Background: an optimization exercise with open tools, aiming at small area and a short achievable clock period. Do not read the settings as production practice. Where RTL was checked, it was by simulation tests only, not by an equivalence proof against the original. No functional check of the RTL was part of run 4. Power is estimated from default activity; no workload was simulated.

==> design.v <==
package sgbm_cost_pkg;
    localparam int NUM_DISP   = 8;
    localparam int MAX_WIDTH  = 256;
    localparam int COL_BITS   = 8;
    localparam int BORDER_VAL = 63;
    localparam int GRAD_MAX   = 126;
    localparam int PIX_SHIFT  = 2;
    localparam int PIPE_LAT   = 6;
    localparam int COL_W    = 24;
    localparam int PIX_BT_W = 24;
    localparam int GRAD_BT_W = 21;
    localparam int SAMPLE_W = 45;
endpackage
`timescale 1ns/10ps
module bt_pg #(
    parameter int W   = 8,
    parameter bit SUB = 1'b0
) (
    input  logic [W-1:0] a,
    input  logic [W-1:0] b,
    output logic [W-1:0] p,
    output logic [W-1:0] g
);
    if (SUB) begin : g_sub
        assign p = ~(a ^ b);
        assign g = a & ~b;
    end else begin : g_add
        assign p = a ^ b;
        assign g = a & b;
    end
endmodule
module bt_add #(
    parameter int W   = 8,
    parameter bit SUB = 1'b0,
    parameter bit CI  = 1'b0,
    parameter bit SUM = 1'b1,
    parameter int SLO = 0
) (
    input  logic [W-1:0] a,
    input  logic [W-1:0] b,
    output logic [W-1:0] s,
    output logic         co
);
    logic [W-1:0] p;
    logic [W-1:0] g;
    logic [W:0]   c;
    bt_pg #(.W(W), .SUB(SUB)) u_pg (
        .a(a),
        .b(b),
        .p(p),
        .g(g)
    );
    always_comb begin
        logic [W-1:0] gg, pp, ng, np;
        gg    = g;
        pp    = p;
        gg[0] = p[0] ? CI : g[0];
        pp[0] = 1'b0;
        for (int lvl = 0; (1 << lvl) < W; lvl++) begin
            ng = gg;
            np = pp;
            for (int i = 0; i < W; i++) begin
                if (((i >> lvl) & 1) == 1) begin
                    ng[i] = pp[i] ? gg[((i >> lvl) << lvl) - 1] : gg[i];
                    np[i] = pp[i] & pp[((i >> lvl) << lvl) - 1];
                end
            end
            gg = ng;
            pp = np;
        end
        c = {gg, CI};
    end
    assign co = c[W];
    for (genvar i = 0; i < W; i++) begin : g_sum
        assign s[i] = (SUM && i >= SLO) ? (c[i] ? ~p[i] : p[i]) : 1'b0;
    end
endmodule
`timescale 1ns/10ps
module sgbm_bt_cost_top (
    input  logic        clk,
    input  logic        rst,
    input  logic        i_row_start,
    input  logic [7:0]  i_width,
    input  logic [23:0] i_left,
    input  logic [23:0] i_right,
    output logic [63:0] o_cost,
    output logic        o_valid,
    output logic        o_row_done
);
    logic              run;
    logic signed [8:0] rem;
    logic [3:0]        u;
    logic              b_pix;    
    logic              b_grad;   
    logic run_d;
    logic row_done_q;    
    always_comb begin
        if (rst)       run_d = 1'b0;
        else if (!run) run_d = i_row_start;
        else           run_d = (rem != -9'sd5);
    end
    always_ff @(posedge clk) begin
        run        <= run_d;
        row_done_q <= !run_d;
        if (rst) o_valid <= 1'b0;
        else     o_valid <= run && (u >= 4'd12) && (rem >= -9'sd4);
    end
    always_ff @(posedge clk) begin
        if (!run) begin
            rem <= $signed({1'b0, i_width});
            u   <= '0;
        end else begin
            rem <= rem - 9'sd1;
            if (u != 4'd15) u <= u + 4'd1;
        end
    end
    assign o_row_done = row_done_q;
    assign b_pix  = !run || (u == 4'd0) || (rem <= 9'sd1);
    always_ff @(posedge clk) begin
        b_grad <= !run || (u <= 4'd1) || (rem <= 9'sd0);
    end
    logic [9:0]  ls_a, ls_b, rs_a, rs_b;
    logic [10:0] le, re;
    logic [9:0]  ls_new, rs_new;
    logic [10:0] le_new, re_new;
    logic [7:0]  lp [0:3];
    logic [7:0]  rp [0:9];
    logic [6:0]  lg [0:1];
    logic [6:0]  rg [0:7];
    logic [6:0]  lg_new, rg_new;    
    bt_front u_lfront (.col(i_left),  .s_prev2(ls_b), .s(ls_new), .e(le_new));
    bt_front u_rfront (.col(i_right), .s_prev2(rs_b), .s(rs_new), .e(re_new));
    function automatic logic [6:0] grad_of(input logic [10:0] e);
        if (!e[10] && (e[9:6] != 4'd0 || e[5:0] == 6'h3f)) grad_of = 7'd126;
        else if (e[10] && e[9:6] != 4'hf)                 grad_of = 7'd0;
        else                                              grad_of = {~e[6], e[5:0]};
    endfunction
    assign lg_new = b_grad ? 7'd63 : grad_of(le);
    assign rg_new = b_grad ? 7'd63 : grad_of(re);
    always_ff @(posedge clk) begin
        ls_a <= ls_new; ls_b <= ls_a;
        rs_a <= rs_new; rs_b <= rs_a;
        le   <= le_new;
        re   <= re_new;
        lp[0] <= b_pix ? 8'd63 : i_left[15:8];
        rp[0] <= b_pix ? 8'd63 : i_right[15:8];
        for (int k = 1; k < 4; k++)  lp[k] <= lp[k-1];
        for (int k = 1; k < 10; k++) rp[k] <= rp[k-1];
        lg[0] <= lg_new;
        rg[0] <= rg_new;
        lg[1] <= lg[0];
        for (int k = 1; k < 8; k++) rg[k] <= rg[k-1];
    end
    logic [14:0] udp_r_new;
    logic [12:0] udg_r_new;
    logic [16:0] udp_l_new;
    logic [13:0] udg_l_new;
    logic [8:0] lp_c1;
    always_ff @(posedge clk) begin
        lp_c1 <= {1'b0, lp[0]} + 9'd1;
    end
    logic [7:0] rp_el, rp_er;
    logic       rp_el_c, rp_er_c, rp_lr_c;
    bt_add #(.W(8), .SUB(1'b0), .CI(1'b1)) u_rp_el (.a(rp[2]), .b(~rp[1]), .s(rp_el), .co(rp_el_c));
    bt_add #(.W(8), .SUB(1'b0), .CI(1'b1)) u_rp_er (.a(rp[0]), .b(~rp[1]), .s(rp_er), .co(rp_er_c));
    bt_add #(.W(8), .SUB(1'b0), .CI(1'b1), .SUM(1'b0)) u_rp_lr (.a(rp[2]), .b(~rp[0]), .s(), .co(rp_lr_c));
    logic [8:0] lp_fl, lp_fr, lp_gl, lp_gr;
    logic       lp_fl_c, lp_fr_c, lp_gl_c, lp_gr_c, lp_lr_c;
    bt_add #(.W(9), .SUB(1'b0), .CI(1'b1)) u_lp_fl (.a(lp_c1), .b(~{1'b0, lp[2]}), .s(lp_fl), .co(lp_fl_c));
    bt_add #(.W(9), .SUB(1'b0), .CI(1'b1)) u_lp_fr (.a(lp_c1), .b(~{1'b0, lp[0]}), .s(lp_fr), .co(lp_fr_c));
    bt_add #(.W(9), .SUB(1'b0), .CI(1'b0)) u_lp_gl (.a({1'b0, lp[2]}), .b(~lp_c1), .s(lp_gl), .co(lp_gl_c));
    bt_add #(.W(9), .SUB(1'b0), .CI(1'b0)) u_lp_gr (.a({1'b0, lp[0]}), .b(~lp_c1), .s(lp_gr), .co(lp_gr_c));
    bt_add #(.W(8), .SUB(1'b0), .CI(1'b1), .SUM(1'b0)) u_lp_lr (.a(lp[2]), .b(~lp[0]), .s(), .co(lp_lr_c));
    always_ff @(posedge clk) begin
        logic [8:0] el, er, emax, emin;
        logic [9:0] f, g;
        el   = {~rp_el_c, rp_el};
        er   = {~rp_er_c, rp_er};
        emax = !rp_lr_c ? er : el;
        emin = !rp_lr_c ? el : er;
        udp_r_new <= {emax[8] ? 7'd0 : emax[7:1], emin[8] ? ~emin[8:1] : 8'hff};
        f = !lp_lr_c ? {~lp_fl_c, lp_fl} : {~lp_fr_c, lp_fr};
        g = !lp_lr_c ? {~lp_gr_c, lp_gr} : {~lp_gl_c, lp_gl};
        udp_l_new <= {f[9] ? 9'd0 : f[9:1], g[9] ? 8'hff : g[8:1]};
    end
    logic [7:0] rg_el;
    logic [6:0] rg_er;
    logic       rg_er_c, rg_lr_c;
    assign rg_el = {1'b0, rg[1]} - {1'b0, rg[0]};
    bt_add #(.W(7), .SUB(1'b0), .CI(1'b1)) u_rg_er (.a(rg_new), .b(~rg[0]), .s(rg_er), .co(rg_er_c));
    bt_add #(.W(7), .SUB(1'b0), .CI(1'b1), .SUM(1'b0)) u_rg_lr (.a(rg[1]), .b(~rg_new), .s(), .co(rg_lr_c));
    always_comb begin
        logic [7:0] er, emax, emin;
        er   = {~rg_er_c, rg_er};
        emax = !rg_lr_c ? er : rg_el;
        emin = !rg_lr_c ? rg_el : er;
        udg_r_new = {emax[7] ? 6'd0 : emax[6:1], emin[7] ? ~emin[7:1] : 7'h7f};
    end
    logic [7:0] lg_c1;
    logic [8:0] lg_fl, lg_gl;
    logic [7:0] lg_fr, lg_gr;
    logic       lg_fr_c, lg_gr_c, lg_lr_c;
    assign lg_c1 = {1'b0, lg[0]} + 8'd1;
    assign lg_fl = {1'b0, lg_c1} - {2'b0, lg[1]};
    assign lg_gl = {2'b0, lg[1]} + ~{1'b0, lg_c1};
    bt_add #(.W(8), .SUB(1'b0), .CI(1'b1)) u_lg_fr (.a(lg_c1), .b(~{1'b0, lg_new}), .s(lg_fr), .co(lg_fr_c));
    bt_add #(.W(8), .SUB(1'b0), .CI(1'b0)) u_lg_gr (.a({1'b0, lg_new}), .b(~lg_c1), .s(lg_gr), .co(lg_gr_c));
    bt_add #(.W(7), .SUB(1'b0), .CI(1'b1), .SUM(1'b0)) u_lg_lr (.a(lg[1]), .b(~lg_new), .s(), .co(lg_lr_c));
    always_comb begin
        logic [8:0] f, g;
        f = !lg_lr_c ? lg_fl : {~lg_fr_c, lg_fr};
        g = !lg_lr_c ? {~lg_gr_c, lg_gr} : lg_gl;
        udg_l_new = {f[8] ? 7'd0 : f[7:1], g[8] ? 7'h7f : g[7:1]};
    end
    logic [16:0] udp_l;
    logic [13:0] udg_l;
    logic [14:0] udp_r [0:7];    
    logic [12:0] udg_r [0:7];
    logic [7:0]  dp [0:7];
    logic        np [0:7];
    logic [6:0]  dg [0:7];
    logic        ng [0:7];
    logic        sp [0:7];       
    always_ff @(posedge clk) begin
        logic [7:0] tg;
        udp_l    <= udp_l_new;
        udg_l    <= udg_l_new;
        udp_r[0] <= udp_r_new;
        udg_r[0] <= udg_r_new;
        for (int k = 1; k < 8; k++) begin
            udp_r[k] <= udp_r[k-1];
            udg_r[k] <= udg_r[k-1];
        end
        for (int d = 0; d < 8; d++) begin
            tg    = {1'b0, lg[0]} - {1'b0, rg[d]};
            ng[d] <= tg[7];
            dg[d] <= tg[6:0] ^ {7{tg[7]}};
        end
    end
    logic [6:0] rp_q [0:7];    
    logic [7:0] rg_q [0:7];    
    for (genvar d = 0; d < 8; d++) begin : g_disp
        logic [8:0]  tp;
        logic        pos_ge, neg_ge;
        logic [14:0] ud_r1;
        assign tp    = {1'b0, lp[2]} - {1'b0, rp[2+d]};
        assign ud_r1 = (d == 0) ? udp_r_new : udp_r[(d == 0) ? 0 : d-1];
        bt_add #(.W(9), .SUB(1'b0), .CI(1'b1), .SUM(1'b0)) u_cpp (
            .a(udp_l_new[16:8]), .b(~{2'b0, ud_r1[14:8]}), .s(), .co(pos_ge));
        bt_add #(.W(8), .SUB(1'b0), .CI(1'b1), .SUM(1'b0)) u_cpn (
            .a({~udp_l_new[7], udp_l_new[6:0]}), .b({ud_r1[7], ~ud_r1[6:0]}), .s(), .co(neg_ge));
        always_ff @(posedge clk) begin
            np[d] <= tp[8];
            dp[d] <= tp[7:0] ^ {8{tp[8]}};
            sp[d] <= tp[8] ? neg_ge : pos_ge;
        end
        logic [8:0] mp;
        logic [7:0] rpv;
        logic       rpv_c;
        always_comb begin
            case ({np[d], sp[d]})
                2'b00:   mp = {2'b0, udp_r[d][14:8]};       
                2'b01:   mp = udp_l[16:8];                  
                2'b10:   mp = {udp_r[d][7], udp_r[d][7:0]};  
                default: mp = {udp_l[7], udp_l[7:0]};       
            endcase
        end
        bt_add #(.W(8), .SUB(1'b0), .CI(1'b1), .SLO(2)) u_rp (
            .a(dp[d]), .b(~mp[7:0]), .s(rpv), .co(rpv_c));
        logic [6:0] ag, bg;
        logic       bg_ge_ag;
        logic [6:0] rga, rgb;
        logic       rga_c, rgb_c;
        assign ag = ng[d] ? udg_r[d][6:0] : {1'b0, udg_r[d][12:7]};
        assign bg = ng[d] ? udg_l[6:0] : udg_l[13:7];
        bt_add #(.W(7), .SUB(1'b0), .CI(1'b1), .SUM(1'b0)) u_cg (
            .a({~bg[6], bg[5:0]}), .b({ag[6], ~ag[5:0]}), .s(), .co(bg_ge_ag));
        bt_add #(.W(7), .SUB(1'b0), .CI(1'b1)) u_rga (
            .a(dg[d]), .b(~ag), .s(rga), .co(rga_c));
        bt_add #(.W(7), .SUB(1'b0), .CI(1'b1)) u_rgb (
            .a(dg[d]), .b(~bg), .s(rgb), .co(rgb_c));
        always_ff @(posedge clk) begin
            rp_q[d] <= {~mp[8] & ~rpv_c, rpv[7:2]};
            rg_q[d] <= bg_ge_ag ? {~bg[6] & ~rgb_c, rgb} : {~ag[6] & ~rga_c, rga};
        end
        always_ff @(posedge clk) begin
            o_cost[8*d +: 8] <= {2'b0, rp_q[d][6] ? 6'd0 : rp_q[d][5:0]} +
                                {1'b0, rg_q[d][7] ? 7'd0 : rg_q[d][6:0]};
        end
    end
endmodule
module bt_front (
    input  logic [23:0] col,
    input  logic [9:0]  s_prev2,
    output logic [9:0]  s,
    output logic [10:0] e
);
    logic [9:0]  x0, y0, x1, y1;
    logic [10:0] ex, ey, nz;
    logic [9:0]  a, b, c2;
    logic [10:0] s_full;
    logic        s_co, e_co;
    assign a  = {2'b0, col[23:16]};
    assign c2 = {1'b0, col[15:8], 1'b0};
    assign b  = {2'b0, col[7:0]};
    assign x0 = a ^ c2 ^ b;
    assign y0 = {((a[8:0] & c2[8:0]) | (a[8:0] & b[8:0]) | (c2[8:0] & b[8:0])), 1'b0};
    assign nz = ~{1'b0, s_prev2};
    assign ex = {1'b0, x0} ^ {1'b0, y0} ^ nz;
    assign ey = {(({1'b0, x0[9:0]} & {1'b0, y0[9:0]}) | ({1'b0, x0[9:0]} & nz[10:0]) |
                  ({1'b0, y0[9:0]} & nz[10:0]))} << 1;
    bt_add #(.W(10), .SUB(1'b0), .CI(1'b0)) u_s (.a(x0), .b(y0), .s(s), .co(s_co));
    bt_add #(.W(11), .SUB(1'b0), .CI(1'b0)) u_e (.a(ex), .b(ey), .s(e), .co(e_co));
endmodule
==> flow/run.sh <==
#!/bin/bash
# Layout with the standard flow (standard.sh: unchanged synthesis and
# steps). The one change: the port buffers are buf_4 instead of the default
# pick (a slow delay buffer), so the input and output paths lose less time.
set -euo pipefail
export BUFFER_PORTS_ARGS="-buffer_cell sky130_fd_sc_hd__buf_4"
bash standard.sh > standard.log 2>&1
==> standard.sh <==
#!/bin/bash
# synth_recipe.tcl (not shown) runs the flow's synth.tcl, then flattens the netlist and writes it again
# the make line also repeats each setting of config.mk as NAME=value (left out here)
make -C /OpenROAD-flow-scripts/flow DESIGN_CONFIG=/design/flow/config.mk WORK_HOME=/design/flow/orfs CLKGATE_MAP_FILE= SYNTH_SCRIPT=/design/flow/synth_recipe.tcl "${@:-finish}"
==> config.mk <==
export PLATFORM = sky130hd
export DESIGN_NAME = sgbm_bt_cost_top
export DESIGN_NICKNAME = sgbm_bt_cost_top
export VERILOG_FILES = /design/flow/design.v
export SDC_FILE = /design/flow/constraint.sdc
export NUM_CORES = 4
export LEC_CHECK = 0
export CAP_MARGIN = 20
export CORE_MARGIN = 2
export CORE_UTILIZATION = 40
export SETUP_SLACK_MARGIN = 4.5
export SLEW_MARGIN = 20
export SYNTH_HIERARCHICAL = 1
==> constraint.sdc <==
create_clock -name core_clock -period 8.0 [get_ports {clk}]
set_input_delay 1.6000 -clock core_clock [delete_from_list [all_inputs] [get_ports {clk}]]
set_output_delay 1.6000 -clock core_clock [all_outputs]
set_load 0.01 [all_outputs]
==> qor.csv, run 1 <==
metric,value,unit
setup_viol,0,
hold_slack,0.3206,ns
crit_type,in2reg,
slowest_delay,0.57,ns
r2r_setup_slack,4.74,ns
cts_sinks,875,
layout_commonest_cell,dfxtp_1,
insertion_delay,0.71,ns
htree_levels,3,
post-dp-hpwl,101400,um
met1_usage,25.06,%
worst_slew_pin_slew,0.9325,ns
placed_area,55770,um^2
avgSynthCellArea,9.572,um^2
cts_tree,yes,
postRouteAntennaNets,0,
first_pass_iters,5,
critical_path.top_delay_family,adder cells,
crit_path_max_fanout,4,
dieArea,134700,um^2
slowest_stage,fa_1,
hold_viol,0,
critPathRequiredTime,8.58,ns
synth_area,52710,um^2
pin_count,125,
maxCapViolCount,0,
fin_util,45.20,%
cp-end-kind,flop,
crit_buf_inv,3,
rsz0062_at_grt,no,
die_h,367.0,um
rows,133,
combPwrFrac,59.6,%
grt_pass1_wl,197700,um
drive_above_1_share,13.38,%
min_period,3.383,ns
irDropWorstVdd,0.2164,mV
busiest_layer,met2,
drt-total-wl,126000,um
hp-class,reg2reg,
clkTransAtPathRegs,0.06,ns
die_w,367.0,um
grt_pass1_vias,36682,
grt_max_degree,33,
viasPerCell,5.053,
cts_buffers,94,
seq_area,17520,um^2
vias,37957,
fin_nets,6504,
status,no timing/DRC/antenna violations,
yosysWarnings,44,
port_buffers,124,
final_cell_mix,"dfxtp_1 (869), ha_1 (712), inv_1 (669)",
leakagePower,26.91,nW
final_cell_area,59270,um^2
startpoint_type,input pin,
fin_skew,0.02831,ns
p_sw,0.01280,W
syn_inst,5507,
seqPwrFrac,25.2,%
fmax,295.6,MHz
arrival,3.96,ns
multi_input_area,32590,um^2
antenna_found_initial,7,
core_area,131100,um^2
internal-power,0.01746,W
drt_iter0_drc,1901,
initial_utilization,40.20,%
drcViolationCount,0,
holdBufCountCts,0,
grt_use_met2,29.91,%
grt_use_total,18.34,%
gp_congestion,0.8696,
finalCritPeriodShare,42.29,%
p_sw_share,42.30,%
n_fill_cell,12598,
syn2layout_area_growth,12.43,%
critical_path.cell_chain,"buf_4, inv_8, fa_1, inv_1, ha_1, xnor2_1, ha_1, nand2_1, nor3_2, o2111ai_2, a31oi_1, xnor2_1",
cts_buffer_depth,3,
layout_setup_ws,4.617,ns
slew_viol_final,0,
clockRootBuffer,clkbuf_16,
clockPowerShare,15.2,%
use_met3,3.110,%
slew_headroom,37.83,%
grt.overflow.total,0,
power_density,510.5,nW/um^2
fin_setup_tns,0,ns
preCtsSetupSlack,3.891,ns
wl_per_cell,16.78,um
num_antenna_cells,0,
-- worst paths after layout --
| path | startpoint | to | depth (start not counted) |
|---|---|---|---|
| setup reg to reg | le[6]$_DFF_P_ | udg_l[7]$_SDFF_PP0_ | 14 |
| hold reg to reg | ls_a[7]$_DFF_P_ | ls_b[7]$_DFF_P_ | 0 |
| hold / removal | ls_a[7]$_DFF_P_ | ls_b[7]$_DFF_P_ | 0 |
| setup / recovery | i_right[18] | re[9]$_DFF_P_ | 12 |
-- per-layer routing --
metal / share of wire (%) / wire length [um]
met1: 48 / 60560
met2: 45 / 56130
met3: 5.0 / 6281
met4: 2.4 / 3073
met5: 0 / 0
-- state kept, by name, summed over array words and instances, names as in the netlist, 14 cells and up --
register and count:
o_cost 64, rp 80, rg_q 64, rg 56, rp_q 56, lg 14
dg 56, udg_r 104, udp_r 120, udp_l 16, udp_l_new 16, dp 64
lp 24, udg_l 14, udp_r_new 15
-- worst register-to-register path: cells and delay by family (launching register included) --
family	cells	cell delay, ns
compound gates	5	0.75
simple gates	6	1.52
fa+ha+maj	1	0.24
flops	1	0.32
buf+inv	2	0.28
-- cell type report --
class,count,area share [%]
clock buffers,112,4.271
clock inverters,65,1.296
inverters,682,4.385
multi-input cells,3883,54.99
flip-flops and latches,875,29.57
well taps,1755,3.705
repair buffers,140,1.786
-- stage by stage --
step           total power [W]  instances
2_1_floorplan          0.02136       5543
4_1_cts                0.03033       7499
5_1_grt                0.03283       7512
3_5_place_dp           0.02557       7321
3_3_place_gp           0.02529       7321
6_report               0.03025       7512
-- timing repair --
item                       in CTS  in global routing
gates resized for setup         7                 15
setup endpoints to repair      20                 30
setup buffers                   1                 13
pin swaps                       0                  3
-- power by group through the flow --
| stage | logic, W | registers (W) | clock network [W] |
|---|---|---|---|
| floorplan | 0.0145 | 0.00690 | 0 |
| finish | 0.0180 | 0.00763 | 0.00459 |
| global route | 0.0202 | 0.00778 | 0.00487 |
| CTS | 0.0180 | 0.00761 | 0.00470 |
| global placement | 0.0176 | 0.00768 | 0 |
| detailed placement | 0.0179 | 0.00770 | 0 |
==> inputs of run 2 (changes only) <==
--- a/config.mk
+++ b/config.mk
@@ -9,5 +9,5 @@
 export CORE_MARGIN = 2
 export CORE_UTILIZATION = 40
-export SETUP_SLACK_MARGIN = 4.5
+export SETUP_SLACK_MARGIN = 5.0
 export SLEW_MARGIN = 20
 export SYNTH_HIERARCHICAL = 1
==> qor.csv, run 2 <==
metric,value,unit,change
crit_type,in2reg,,
cts_buffers,93,,-1.1%
hp-start,lp[1][0]$_DFF_P_,,
crit_path_max_fanout,4,,unchanged
dieArea,134700,um^2,unchanged
avgSynthCellArea,9.572,um^2,unchanged
grt_pass1_wl,202800,um,+2.6%
insertion_delay,0.69,ns,-0.02 ns
yosysWarnings,44,,unchanged
post-dp-hpwl,101900,um,+0.51%
wl_per_cell,16.99,um,+1.3%
setup_viol,0,,unchanged
port_buffers,124,,unchanged
rr_worst_depth,15,,+1
syn2layout_area_growth,15.75,%,
cts_tree,yes,,
fin_skew,0.02530,ns,-0.003009 ns
critPathRequiredTime,8.62,ns,+0.04 ns
drive_above_1_share,17.21,%,+3.8 points
irDropWorstVdd,0.2435,mV,+13%
core_area,131100,um^2,unchanged
syn_inst,5507,,unchanged
critical_path.cell_chain,"buf_8, inv_4, fa_1, inv_2, ha_4, xnor2_4, ha_4, nand2_4, nor3_4, buf_4, o211ai_1, a31oi_1, xnor2_1",,
fin_setup_tns,0,ns,unchanged
highest_layer,met4,,
leakagePower,27.50,nW,+2.2%
hold_slack,0.3262,ns,+0.005545 ns
whs_endpoint,lp[2][0]$_DFF_P_,,
cts_sinks,875,,unchanged
slowest_delay,0.58,ns,about the same
clkTransAtPathRegs,0.06,ns,about the same
synth_area,52710,um^2,unchanged
vias,38529,,+1.5%
finalCritPeriodShare,41.74,%,-0.55 points
r2r_setup_slack,4.93,ns,+0.19 ns
grt_pass1_vias,37614,,+2.5%
top_register,udp_r,,
fin_util,46.53,%,+1.3 points
die_w,367.0,um,unchanged
n_fill_cell,12514,,-0.67%
grt_use_total,18.79,%,+0.45 points
maxCapViolCount,0,,unchanged
largest_reg_flops,120,,unchanged
drcViolationCount,0,,unchanged
power_density,511.5,nW/um^2,+0.19%
final_cell_mix,"dfxtp_1 (856), ha_1 (685), inv_1 (636)",,
fin_nets,6602,,+1.5%
slew_headroom,35.87,%,-2.0 points
initial_utilization,40.20,%,unchanged
fmax,299.5,MHz,+1.3%
top_regs,"udp_r: 120 flops, udg_r: 104 flops, rp: 80 flops",,
rr_endpoint,udg_l[13]$_SDFF_PP0_,,
hold_depth,0,,unchanged
drt-total-wl,129300,um,+2.6%
worst_slew_pin_slew,0.9619,ns,+0.02945 ns
gp_congestion,0.8615,,-0.93%
die_h,367.0,um,unchanged
cts_buffer_depth,3,,unchanged
hold_viol,0,,unchanged
clockRootBuffer,clkbuf_16,,
hp-class,reg2reg,,
slowest_stage,fa_1,,
status,no timing/DRC/antenna violations,,
rows,133,,unchanged
wl_met3,6140,um,-2.2%
rsz0062_at_grt,yes,,
drt_iter0_drc,1865,,-1.9%
wl_met1,61430,um,+1.4%
wl_met2,58900,um,+4.9%
slew_viol_final,0,,unchanged
cp_common_cell,ha_4,,
grt.overflow.total,0,,unchanged
layout_commonest_cell,dfxtp_1,,
cp-end-kind,flop,,
pin_count,125,,unchanged
viasPerCell,5.064,,+0.23%
postRouteAntennaNets,0,,unchanged
startpoint_type,input pin,,
arrival,3.96,ns,about the same
r2r_start,le[7]$_DFF_P_,,
antenna_found_initial,8,,+1
min_period,3.339,ns,-0.04402 ns
htree_levels,3,,unchanged
grt_max_degree,33,,unchanged
first_pass_iters,5,,unchanged
-- run 2: worst max-delay path: cells and delay by family --
family | cells | cell delay, ns
compound gates | 2 | 0.37
xor+xnor | 2 | 0.27
fa+ha+maj | 3 | 1.13
buf+inv | 4 | 0.31
simple gates | 2 | 0.27
-- run 2: stage by stage --
stage | worst slack, ns | cell area (um^2) | cells | power [W]
final | 4.661 | 61020 | 7608 | 0.03121
after global routing | 4.634 | 61010 | 7606 | 0.03379
after CTS | 4.760 | 60110 | 7552 | 0.03087
after detailed placement | 3.883 | 55810 | 7323 | 0.02557
after global placement | 3.888 | 55810 | 7323 | 0.02525
after floorplan | 4.208 | 53140 | 5543 | 0.02136
-- run 2: final cells by class --
cell class              count  area, um^2  share of cell area [%]
multi-input cells        3883       33450                   54.82
flip-flops and latches    875       17550                   28.76
inverters                 682        2623                   4.298
clock buffers             120        2589                   4.243
well taps                1755        2196                   3.599
repair buffers            239        1912                   3.133
clock inverters            52       690.7                   1.132
diodes                      2       5.005                0.008202
-- run 2: per-layer routing --
| metal | global-route usage [%] | vias to the layer above |
|---|---|---|
| li1 | - | 19583 |
| met1 | 25.49 | 18026 |
| met2 | 31.01 | 755 |
| met3 | 3.168 | 165 |
| met4 | 4.485 | 0 |
| met5 | 0 | - |
-- run 2: worst max-delay path by stage --
stage / slack [ns] / end / from
after floorplan: 4.21 / le[10]$_DFF_P_ / i_left[18]
after global placement: 3.89 / le[9]$_DFF_P_ / i_left[9]
after detailed placement: 3.88 / le[10]$_DFF_P_ / i_left[9]
after CTS: 4.76 / re[9]$_DFF_P_ / i_right[2]
after global routing: 4.63 / re[7]$_DFF_P_ / i_right[2]
final: 4.66 / re[7]$_DFF_P_ / i_right[2]
-- run 2: timing repair --
| item | 4_1_cts | 5_1_grt |
|---|---|---|
| resized for setup | 135 | 107 |
| endpoints found under the setup margin | 131 | 99 |
| hold buffers | 0 | 0 |
| setup buffers | 56 | 54 |
| cloned | 1 | 0 |
| endpoints found under the hold margin | 0 | 0 |
| pin swaps | 99 | 83 |
-- run 2: power breakdown --
group          internal (W)  switching [W]  total [W]
Sequential          0.00617        0.00148    0.00765
Combinational       0.00918        0.00980     0.0190
Clock               0.00270        0.00188    0.00458
==> inputs of run 3 (changes only) <==
--- a/config.mk
+++ b/config.mk
@@ -8,6 +8,6 @@
 export CAP_MARGIN = 20
 export CORE_MARGIN = 2
-export CORE_UTILIZATION = 40
-export SETUP_SLACK_MARGIN = 5.0
+export CORE_UTILIZATION = 55
+export SETUP_SLACK_MARGIN = 4.75
 export SLEW_MARGIN = 20
 export SYNTH_HIERARCHICAL = 1
==> qor.csv, run 3 <==
metric,value,unit,change
clockPowerShare,14.7,%,about the same
postRouteAntennaNets,0,,unchanged
rr_endpoint,rg_q[7][1]$_DFF_P_,,
finalCritPeriodShare,40.90,%,-0.84 points
holdBufCountCts,0,,unchanged
rows,113,,-15%
grt_pass1_wl,198200,um,-2.3%
vias,37880,,-1.7%
min_period,3.272,ns,-0.06690 ns
power_density,512.8,nW/um^2,+0.25%
hold_viol,0,,unchanged
grt_max_degree,33,,unchanged
insertion_delay,0.68,ns,about the same
cts_buffers,96,,+3.2%
hp-start,lp[1][7]$_DFF_P_,,
yosysWarnings,44,,unchanged
grt.overflow.total,0,,unchanged
critPathRequiredTime,8.60,ns,-0.02 ns
top_regs,"udp_r: 120 flops, udg_r: 104 flops, rp: 80 flops",,
first_pass_iters,5,,unchanged
fin_setup_tns,0,ns,unchanged
crit_path_max_fanout,3,,-1
cts_sinks,875,,unchanged
fin_skew,0.02041,ns,-0.004885 ns
dieArea,98340,um^2,-27%
grt_pass1_vias,36755,,-2.3%
p_sw,0.01279,W,-2.8%
p_sw_share,42.00,%,-0.16 points
synth_area,52710,um^2,unchanged
status,no timing/DRC/antenna violations,,
core_area,95010,um^2,-28%
preCtsSetupSlack,3.905,ns,+0.02257 ns
r2r_setup_slack,4.88,ns,-0.05 ns
crit_type,in2reg,,
cts_buffer_depth,3,,unchanged
whs_endpoint,lp[2][7]$_DFF_P_,,
r2r_start,ng[7]$_DFF_P_,,
largest_reg_flops,120,,unchanged
n_fill_cell,8135,,-35%
num_antenna_cells,0,,-2
syn2layout_area_growth,12.68,%,
rsz0062_at_grt,yes,,
fmax,305.6,MHz,+2.0%
hp-class,reg2reg,,
viasPerCell,5.365,,+5.9%
grt_use_total,25.48,%,+6.7 points
fin_nets,6546,,-0.85%
port_buffers,124,,unchanged
drive_above_1_share,15.27,%,-1.9 points
final_cell_mix,"dfxtp_1 (865), ha_1 (698), inv_1 (639)",,
die_w,313.6,um,-15%
leakagePower,27.13,nW,-1.3%
htree_levels,3,,unchanged
avgSynthCellArea,9.572,um^2,unchanged
top_register,udp_r,,
irDropWorstVdd,0.2468,mV,+1.3%
slew_viol_final,0,,unchanged
pin_count,125,,unchanged
rr_worst_depth,6,,-9
worst_slew_pin_slew,0.9314,ns,-0.03054 ns
maxCapViolCount,0,,unchanged
startpoint_type,input pin,,
initial_utilization,55.48,%,+15 points
internal-power,0.01767,W,-2.1%
drcViolationCount,0,,unchanged
layout_setup_ws,4.728,ns,+0.06690 ns
slew_headroom,37.82,%,+2.0 points
combPwrFrac,60.2,%,-0.6 points
drt-total-wl,125700,um,-2.7%
clockRootBuffer,clkbuf_16,,
seqPwrFrac,25.1,%,+0.6 points
arrival,3.87,ns,-0.09 ns
syn_inst,5507,,unchanged
layout_commonest_cell,dfxtp_1,,
gp_congestion,0.8725,,+1.3%
post-dp-hpwl,99200,um,-2.7%
setup_viol,0,,unchanged
cts_tree,yes,,
wl_per_cell,17.81,um,+4.8%
antenna_found_initial,0,,-8
die_h,313.6,um,-15%
hold_depth,0,,unchanged
clkTransAtPathRegs,0.06,ns,about the same
drt_iter0_drc,1763,,-5.5%
cp-end-kind,flop,,
## run 3: how the worst max path moves through the flow
stage / start / to / slack [ns] / cells past startpoint
3_5_place_dp: i_left[9] / le[10]$_DFF_P_ / 3.91 / 12
3_3_place_gp: i_left[9] / le[10]$_DFF_P_ / 3.92 / 12
6_report: i_right[13] / re[9]$_DFF_P_ / 4.73 / 11
4_1_cts: lg[0][3]$_DFF_P_ / udg_l[3]$_SDFF_PP1_ / 4.70 / 12
2_1_floorplan: i_left[18] / le[10]$_DFF_P_ / 4.21 / 11
5_1_grt: i_right[18] / re[7]$_DFF_P_ / 4.62 / 12
## run 3: repair_timing
action,in CTS,in global routing
endpoints found under the setup margin,40,67
pin swaps,38,97
gates resized for setup,46,96
gates cloned,0,1
buffers inserted,20,32
## run 3: metal layers
metal | global-route usage, % | share of wire [%] | vias up
met5 | 0 | 0 | -
li1 | - | - | 19465
met4 | 7.547 | 2.9 | 0
met2 | 41.01 | 44 | 660
met1 | 35.36 | 48 | 17570
met3 | 3.793 | 4.4 | 185
## run 3: stage by stage
step / cells / utilization (%) / power, W / hold WS, ns / instance area [um^2]
global route: 7061 / 62.52 / 0.03309 / 0.3218 / 59400
detailed placement: 6832 / 58.07 / 0.02543 / 0.3121 / 55170
floorplan: 5543 / - / 0.02136 / 0.3096 / 53120
global placement: 6832 / 58.07 / 0.02524 / 0.3105 / 55170
finish: 7061 / 62.52 / 0.03046 / 0.3127 / 59400
CTS: 7028 / 61.88 / 0.03029 / 0.3107 / 58790
## run 3: layout make-up
| cell class | count | area, um^2 | area share, % |
|---|---|---|---|
| Clock buffer | 132 | 2779 | 4.678 |
| Clock inverter | 44 | 449.2 | 0.7562 |
| Inverter | 682 | 2600 | 4.377 |
| Multi-Input combinational cell | 3883 | 33060 | 55.66 |
| Sequential cell | 875 | 17540 | 29.53 |
| Tap cell | 1265 | 1583 | 2.665 |
| Timing Repair Buffer | 180 | 1383 | 2.328 |
## run 3: power groups by stage
stage / Clock [W] / Sequential, W / Combinational, W
global placement: 0 / 0.00770 / 0.0175
floorplan: 0 / 0.00690 / 0.0145
detailed placement: 0 / 0.00770 / 0.0177
CTS: 0.00457 / 0.00764 / 0.0181
global route: 0.00475 / 0.00783 / 0.0205
finish: 0.00447 / 0.00766 / 0.0183
## run 3: critical path, cell delays in order
cell and delay, ns:
buf_4 0.08, inv_1 0.04, fa_1 0.55, inv_2 0.07, ha_4 0.26, xnor2_4 0.16, ha_4 0.23, and2_4 0.15
a221o_1 0.38, a31oi_1 0.21, xnor2_1 0.13
==> inputs of run 4 (changes only) <==
--- a/design.v
+++ b/design.v
@@ -296,18 +296,23 @@
     output logic [10:0] e
 );
-    logic [9:0]  x0, y0, x1, y1;
-    logic [10:0] ex, ey, nz;
     logic [9:0]  a, b, c2;
-    logic [10:0] s_full;
+    logic [9:0]  t1, g1;
+    logic [9:0]  x0, y0;
+    logic [10:0] nz, t2, g2, ex, ey;
     logic        s_co, e_co;
     assign a  = {2'b0, col[23:16]};
     assign c2 = {1'b0, col[15:8], 1'b0};
     assign b  = {2'b0, col[7:0]};
-    assign x0 = a ^ c2 ^ b;
-    assign y0 = {((a[8:0] & c2[8:0]) | (a[8:0] & b[8:0]) | (c2[8:0] & b[8:0])), 1'b0};
+    bt_pg #(.W(8), .SUB(1'b0)) u_pg1 (.a(a[7:0]), .b(b[7:0]), .p(t1[7:0]), .g(g1[7:0]));
+    assign t1[9:8] = 2'b0;
+    assign g1[9:8] = 2'b0;
+    assign x0 = t1 ^ c2;
+    assign y0 = {g1[8:0] | (t1[8:0] & c2[8:0]), 1'b0};
     assign nz = ~{1'b0, s_prev2};
-    assign ex = {1'b0, x0} ^ {1'b0, y0} ^ nz;
-    assign ey = {(({1'b0, x0[9:0]} & {1'b0, y0[9:0]}) | ({1'b0, x0[9:0]} & nz[10:0]) |
-                  ({1'b0, y0[9:0]} & nz[10:0]))} << 1;
+    bt_pg #(.W(10), .SUB(1'b0)) u_pg2 (.a(x0), .b(y0), .p(t2[9:0]), .g(g2[9:0]));
+    assign t2[10] = 1'b0;
+    assign g2[10] = 1'b0;
+    assign ex = t2 ^ nz;
+    assign ey = {g2[9:0] | (t2[9:0] & nz[9:0]), 1'b0};
     bt_add #(.W(10), .SUB(1'b0), .CI(1'b0)) u_s (.a(x0), .b(y0), .s(s), .co(s_co));
     bt_add #(.W(11), .SUB(1'b0), .CI(1'b0)) u_e (.a(ex), .b(ey), .s(e), .co(e_co));
--- a/config.mk
+++ b/config.mk
@@ -8,5 +8,5 @@
 export CAP_MARGIN = 20
 export CORE_MARGIN = 2
-export CORE_UTILIZATION = 55
+export CORE_UTILIZATION = 40
 export SETUP_SLACK_MARGIN = 4.75
 export SLEW_MARGIN = 20
==> qor.csv, run 4 <==
metric,value,unit,change
vias,37943,,+0.17%
drt_iter0_drc,2064,,+17%
hold_viol,0,,unchanged
finalCritPeriodShare,43.88,%,+3.0 points
crit_type,in2reg,,
layout_commonest_cell,dfxtp_1,,
grt_max_degree,33,,unchanged
grt_pass1_wl,200800,um,+1.3%
slew_headroom,36.44,%,-1.4 points
fin_setup_tns,0,ns,unchanged
syn2layout_area_growth,14.08,%,
fin_skew,0.02681,ns,+0.006395 ns
avgSynthCellArea,9.618,um^2,+0.48%
postRouteAntennaNets,0,,unchanged
initial_utilization,40.21,%,-15 points
first_pass_iters,5,,unchanged
cts_buffer_depth,3,,unchanged
drt-total-wl,126800,um,+0.88%
post-dp-hpwl,102200,um,+3.0%
wl_per_cell,16.87,um,-5.2%
largest_reg_flops,120,,unchanged
port_buffers,124,,unchanged
gp_congestion,0.8777,,+0.60%
cts_buffers,95,,-1.0%
top_register,udp_r,,
core_area,131300,um^2,+38%
crit_path_max_fanout,4,,+1
combPwrFrac,60.9,%,+0.7 points
viasPerCell,5.047,,-5.9%
status,no timing/DRC/antenna violations,,
startpoint_type,input pin,,
die_h,367.3,um,+17%
clkTransAtPathRegs,0.07,ns,about the same
grt_pass1_vias,37300,,+1.5%
drive_above_1_share,15.10,%,-0.17 points
insertion_delay,0.70,ns,+0.02 ns
critPathRequiredTime,8.64,ns,+0.04 ns
power_density,509.0,nW/um^2,-0.73%
arrival,4.15,ns,+0.28 ns
maxCapViolCount,0,,unchanged
p_sw,0.01298,W,+1.4%
fmax,284.9,MHz,-6.8%
yosysWarnings,44,,unchanged
rsz0062_at_grt,yes,,
fin_cells,7518,,+6.5%
dieArea,134900,um^2,+37%
hp-class,reg2reg,,
worst_slew_pin_slew,0.9533,ns,+0.02194 ns
synth_area,52790,um^2,+0.15%
syn_inst,5489,,-0.33%
cts_sinks,875,,unchanged
pin_count,125,,unchanged
fin_nets,6556,,+0.15%
cts_tree,yes,,
slew_viol_final,0,,unchanged
internal-power,0.01768,W,about the same
holdBufCountCts,0,,unchanged
p_sw_share,42.33,%,+0.33 points
rows,133,,+18%
clockRootBuffer,clkbuf_16,,
setup_viol,0,,unchanged
leakagePower,27.11,nW,about the same
die_w,367.3,um,+17%
htree_levels,3,,unchanged
cp-end-kind,flop,,
antenna_found_initial,6,,+6
top_regs,"udp_r: 120 flops, udg_r: 104 flops, rp: 80 flops",,
num_antenna_cells,0,,unchanged
grt.overflow.total,0,,unchanged
drcViolationCount,0,,unchanged
irDropWorstVdd,0.2019,mV,-18%
final_cell_mix,"dfxtp_1 (866), ha_1 (710), inv_1 (630)",,
seqPwrFrac,24.7,%,-0.4 points
clockPowerShare,14.4,%,-0.3 points
placed_cells,7309,,+7.0%
min_period,3.511,ns,+0.2384 ns
grt_use_total,18.58,%,-6.9 points
run 4: changes by cell type in the layout (fill, tap and decap cells not counted), sizes merged, moves of 10 or more:
cell | previous run | this run
fa | 43 | 27
a21oi | 212 | 202
xnor2 | 360 | 346
ha | 726 | 778
buf | 180 | 169
inv | 681 | 637
or2 | 81 | 105
run 4: worst paths after layout:
path	from	to	slack, ns	cells past startpoint
worst min-delay path	rs_a[6]$_DFF_P_	rs_b[6]$_DFF_P_	0.32	0
worst min register to register	rs_a[6]$_DFF_P_	rs_b[6]$_DFF_P_	0.32	0
worst max-delay path	i_left[20]	le[10]$_DFF_P_	4.49	12
worst max register to register	re[8]$_DFF_P_	udg_r[0][2]$_SDFF_PN1_	4.89	15
run 4: critical path, cell delays in order:
cell,delay [ns]
buf_4,0.12
ha_4,0.22
ha_2,0.15
or2_4,0.24
ha_4,0.21
ha_2,0.17
or2_4,0.23
ha_4,0.26
and2_4,0.16
a221o_1,0.40
a41oi_2,0.24
xnor2_1,0.13
run 4: layer usage:
layer | GRT usage (%) | share of wire, % | up-vias
li1 | - | - | 19422
met1 | 25.05 | 48 | 17621
met2 | 30.27 | 45 | 710
met3 | 3.278 | 4.7 | 190
met4 | 5.375 | 2.8 | 0
met5 | 0 | 0 | -
run 4: power groups by stage:
stage	registers, W	logic (W)	clock network (W)
floorplan	0.00688	0.0146	0
global placement	0.00762	0.0178	0
detailed placement	0.00764	0.0181	0
CTS	0.00756	0.0184	0.00454
global route	0.00774	0.0209	0.00472
finish	0.00757	0.0187	0.00442
run 4: cell type report:
| cell class | instances | area, um^2 |
|---|---|---|
| clock buffer | 127 | 2709 |
| clock inverter | 41 | 470.5 |
| fill | 12365 | 71070 |
| inverter | 636 | 2407 |
| multi-input combinational | 3915 | 33580 |
| sequential | 875 | 17540 |
| tap | 1755 | 2196 |
| timing repair buffer | 169 | 1328 |
run 4: stage by stage:
stage	area, um^2	power [W]	utilization [%]	setup WS (ns)	hold slack, ns
detailed placement	56130	0.02574	42.75	3.664	0.3121
finish	60230	0.03065	45.87	4.489	0.3238
floorplan	53460	0.02147	-	3.976	0.3096
global route	60230	0.03332	45.87	4.408	0.3232
global placement	56130	0.02542	42.75	3.686	0.3101
CTS	59560	0.03047	45.37	4.525	0.3125
run 4: timing repair:
action,4_1_cts,5_1_grt
setup buffers,16,24
resized for setup,33,84
pin swaps,45,46
cloned,0,1
setup endpoints to repair,42,54

what the ideal ports hide:
How much do the figures lean on ideal ports? The routed layouts below were timed once more, with nothing changed but the port constraints. Step 1 (the two cells are an assumption about what drives the block):
set clk [get_ports {clk}]
set_driving_cell -lib_cell sky130_fd_sc_hd__clkbuf_16 $clk
set_driving_cell -lib_cell sky130_fd_sc_hd__buf_2 [delete_from_list [all_inputs] $clk]
Step 2 times the ports against the registers' clock, not the clock port: input delays grow and output delays shrink by t, the midpoint of the rising clock arrivals with the driver on. Three values: ideal ports, drivers, drivers and shift; two values: the first two.
run | t (ns) | setup slack, ns | hold WS [ns]
run 1 | 0.767 | 4.617 / 4.669 / 3.902 | 0.321 / 0.321 / 0.321
run 2 | 0.757 | 4.661 / 4.688 / 3.931 | 0.326 / 0.326 / 0.326
run 3 | 0.736 | 4.728 / 4.755 / 4.020 | 0.313 / 0.313 / 0.313
run 4 | 0.761 | 4.489 / 4.540 / 3.779 | 0.324 / 0.324 / 0.324
After both steps setup and hold are still met in every run listed. The setup slack of run 2, which loses most, moves by +0.027 ns with the drivers and by -0.730 ns with both steps.
